From an optimization exercise on the open Yosys and OpenROAD flow, aimed at small area; shortcuts taken in it are not production practice. Only simulation tests tie the RTL to the original design; equivalence was not proved.

==> delta: inputs <==
## sbox_sub_bytes_pipe
module sbox_sub_bytes_pipe
#(
    parameter int LANES = 16,
    parameter int CNT_W = 16
) (
    input  logic               clk,
    input  logic               rst_n,
    input  logic               flush,
    input  logic               in_valid,
    output logic               in_ready,
    input  logic               in_inv,
    input  logic [8*LANES-1:0] in_data,
    output logic               out_valid,
    input  logic               out_ready,
    output logic               out_inv,
    output logic [8*LANES-1:0] out_data,
    output logic               busy,
    output logic [CNT_W-1:0]   done_cnt
);
clock: 10.0 ns
lec_check: 0
cap_margin: 20
cell_pad_in_sites_detail_placement: 0
cell_pad_in_sites_global_placement: 0
core_margin: 2
core_utilization: 62
cts_buf_list: sky130_fd_sc_hd__clkbuf_16
cts_cluster_diameter: 100
cts_cluster_size: 30
place_density: 0.75
slew_margin: 20
standard.sh (not shown) runs the stock make flow with config.mk's settings and CLKGATE_MAP_FILE= SYNTH_SCRIPT=/design/flow/synth_recipe.tcl, a recipe that flattens the netlist after the stock synthesis.
==> flow/flow/run.sh <==
#!/bin/bash
# Layout flow: the standard flow (standard.sh) with three changes, none of which touches
# the design's constraints:
#  - synthesis is the standard flow's own script (synth_recipe.tcl), so the registers are the standard
#    synthesis's, but ABC maps the logic for area (flow/area.abc) instead of speed: the
#    design has several ns of slack at the 10 ns clock;
#  - every input and output port still gets a buffer, but the smallest one (buf_1);
#  - clock tree synthesis without dummy loads, with clkbuf_16 at the leaves.
set -euo pipefail
W=$(pwd)
{
  cat <<EOF
proc abc {args} {
  set i [lsearch -exact \$args -script]
  if {\$i >= 0} { lset args [expr {\$i+1}] $W/flow/area.abc }
  puts "abc with the area script: \$args"
  yosys abc {*}\$args
}
EOF
  cat synth_recipe.tcl
} > my_synth.tcl
sed "s#SYNTH_SCRIPT=[^ ]*#SYNTH_SCRIPT=$W/my_synth.tcl#" standard.sh > my_standard.sh
bash my_standard.sh synth > synth.log 2>&1
CTS="-sink_clustering_enable -repair_clock_nets -dont_use_dummy_load"
CTS="$CTS -sink_clustering_size 30 -sink_clustering_max_diameter 100"
CTS="$CTS -buf_list sky130_fd_sc_hd__clkbuf_16 -root_buf sky130_fd_sc_hd__clkbuf_8 -tree_buf sky130_fd_sc_hd__clkbuf_8"
bash my_standard.sh "BUFFER_PORTS_ARGS=-buffer_cell sky130_fd_sc_hd__buf_1" "CTS_ARGS=$CTS" finish > layout.log 2>&1
test -f out/final.def
==> flow/flow/area.abc <==
&get -n
&dch -f
&nf -R 1000 -p -C 32
&put
&get -n
&dch -f
&nf -R 1000 -p -C 32
&put
==> indigo (differences from delta) <==
==> flow/flow/run.sh (replaced) <==
#!/bin/bash
# Layout flow: the standard flow, except that ABC maps the logic for area instead of
# speed (the design has a lot of timing slack at the 10 ns clock). Synthesis is otherwise
# the standard flow's own script (synth_recipe.tcl), so the registers are the standard synthesis's.
set -euo pipefail
W=$(pwd)
{
  cat <<EOF
proc abc {args} {
  set i [lsearch -exact \$args -script]
  if {\$i >= 0} { lset args [expr {\$i+1}] $W/flow/area.abc }
  puts "abc with the area script: \$args"
  yosys abc {*}\$args
}
EOF
  cat synth_recipe.tcl
} > my_synth.tcl
sed "s#SYNTH_SCRIPT=[^ ]*#SYNTH_SCRIPT=$W/my_synth.tcl#" standard.sh > my_standard.sh
bash my_standard.sh synth > synth.log 2>&1
bash my_standard.sh "BUFFER_PORTS_ARGS=-buffer_cell sky130_fd_sc_hd__buf_1" finish > layout.log 2>&1
test -f out/final.def
==> flow/flow/area.abc (replaced) <==
&get -n
&dch -f
&nf -R 1000 -p -C 32
&put
==> run notes <==
Between delta and indigo, the lower die area is in delta (gap 0.42%, measured against indigo).
Fmax: indigo is lower than delta (1.0%).
Clock-buffer cell count is the same in indigo and delta.
Between delta and indigo, the lower routed wire length is in delta (gap 0.34%, measured against indigo).
Register-to-register slack: indigo is lower than delta (0.06 ns).
delta finished clean. indigo finished clean.
Sequential cell count is the same in indigo and delta.

==> v18 <==
Another version of the RTL of sbox_sub_bytes_pipe (not shown whole).
export LEC_CHECK = 0
export CAP_MARGIN = 20
export CELL_PAD_IN_SITES_DETAIL_PLACEMENT = 1
export CELL_PAD_IN_SITES_GLOBAL_PLACEMENT = 2
export CORE_MARGIN = 2
export CORE_UTILIZATION = 35
export CTS_BUF_LIST = sky130_fd_sc_hd__clkbuf_4
export SLEW_MARGIN = 20
create_clock -name core_clock -period 10.0 [get_ports {clk}]
==> flow/flow/run.sh <==
#!/bin/bash
# Layout flow: the standard flow, except that ABC maps the logic for area instead of
# speed (the design has a lot of timing slack at the 10 ns clock). Synthesis is otherwise
# the standard flow's own script (synth_recipe.tcl), so the registers are the standard synthesis's.
set -euo pipefail
W=$(pwd)
{
  cat <<EOF
proc abc {args} {
  set i [lsearch -exact \$args -script]
  if {\$i >= 0} { lset args [expr {\$i+1}] $W/flow/area.abc }
  puts "abc with the area script: \$args"
  yosys abc {*}\$args
}
EOF
  cat synth_recipe.tcl
} > my_synth.tcl
sed "s#SYNTH_SCRIPT=[^ ]*#SYNTH_SCRIPT=$W/my_synth.tcl#" standard.sh > my_standard.sh
bash my_standard.sh synth > synth.log 2>&1
bash my_standard.sh "BUFFER_PORTS_ARGS=-buffer_cell sky130_fd_sc_hd__buf_1" finish > layout.log 2>&1
test -f out/final.def
==> flow/flow/area.abc <==
&get -n
&dch -f
&nf -R 1000 -p -C 32
&put
==> inputs of v15, as changes to v18 <==
==> flow/config.mk (replaced) <==
export PLATFORM = sky130hd
export DESIGN_NAME = sbox_sub_bytes_pipe
export DESIGN_NICKNAME = sbox_sub_bytes_pipe
export VERILOG_FILES = /design/flow/design.v
export SDC_FILE = /design/flow/constraint.sdc
export NUM_CORES = 8
export LEC_CHECK = 0
export CAP_MARGIN = 20
export CELL_PAD_IN_SITES_DETAIL_PLACEMENT = 0
export CELL_PAD_IN_SITES_GLOBAL_PLACEMENT = 0
export CORE_MARGIN = 2
export CORE_UTILIZATION = 62
export CTS_BUF_LIST = sky130_fd_sc_hd__clkbuf_16
export CTS_CLUSTER_DIAMETER = 100
export CTS_CLUSTER_SIZE = 30
export PLACE_DENSITY = 0.75
export SLEW_MARGIN = 20
==> comparison table <==
metric                                                                                  v18                       v15
Largest stage delay, worst path                                                     0.50 ns                   0.56 ns
Horizontal die dimension                                                             271 um                    205 um
TAP cells                                                                               940                       525
Vertical die dimension                                                               271 um                    205 um
End point of the critical path                                                 s2_data_r[2]             s2_data_r[74]
Core box area                                                                   70300 sq um               39700 sq um
Arr. time, crit path                                                                7.11 ns                   6.68 ns
Critical register-to-register path startpoint                                  s1_data_r[5]             s1_data_r[77]
Cell at the slowest stage of the critical path                      sky130_fd_sc_hd__xor2_1  sky130_fd_sc_hd__dfxtp_1
Cts bufs inserted                                                                        89                        15
Fraction of layout cells with a size suffix above 1                                   4.51%                     1.36%
Reg2Reg Depth                                                                            22                        21
Status                                                             timing/DRC/antenna clean  timing/DRC/antenna clean
Die outline area                                                                73400 sq um               41800 sq um
Placed wire-length estimate after detailed placement                               61300 um                  48200 um
Met1 wire length                                                                   36100 um                  27400 um
Average wire length per cell after detail routing                                   18.4 um                   16.7 um
Initial Utilization                                                                   35.5%                     62.7%
Clock tree buffer count of the final layout                                             117                        15
Register clock-pin slew on the reported worst setup and hold paths                  0.06 ns                   0.11 ns
Register fraction of the total cell area                                              19.9%                     20.7%

[what the ideal ports hide]
No port has a modelled driver above. Below, the same layouts with a new extraction and two added sets of constraints. Step 1 (the two cells are an assumption about what drives the block):
set clk [get_ports {clk}]
set_driving_cell -lib_cell sky130_fd_sc_hd__clkbuf_16 $clk
set_driving_cell -lib_cell sky130_fd_sc_hd__buf_2 [delete_from_list [all_inputs] $clk]
Step 2 times the ports against the registers' clock, not the clock port: input delays grow and output delays shrink by t, the midpoint of the rising clock arrivals with the driver on. a / b / c = ideal ports / drivers / drivers and shift; a / b = the first two.
run	t (ns)	setup WS [ns]	hold WS [ns]	worst register clock-pin slew, ns	worst slew at a driven data input, ns
delta	0.627	3.969 / 3.969 / 3.969	0.447 / 0.447 / 0.447	0.12 / 0.12	0.09
indigo	0.570	3.908 / 3.908 / 3.908	0.482 / 0.482 / 0.482	0.12 / 0.12	0.09
v18	0.905	3.566 / 3.566 / 3.566	0.462 / 0.462 / 0.462	0.07 / 0.07	0.09
v15	0.579	3.708 / 3.708 / 3.708	0.472 / 0.472 / 0.472	0.12 / 0.12	0.09
After both steps setup and hold are still met in every run listed.
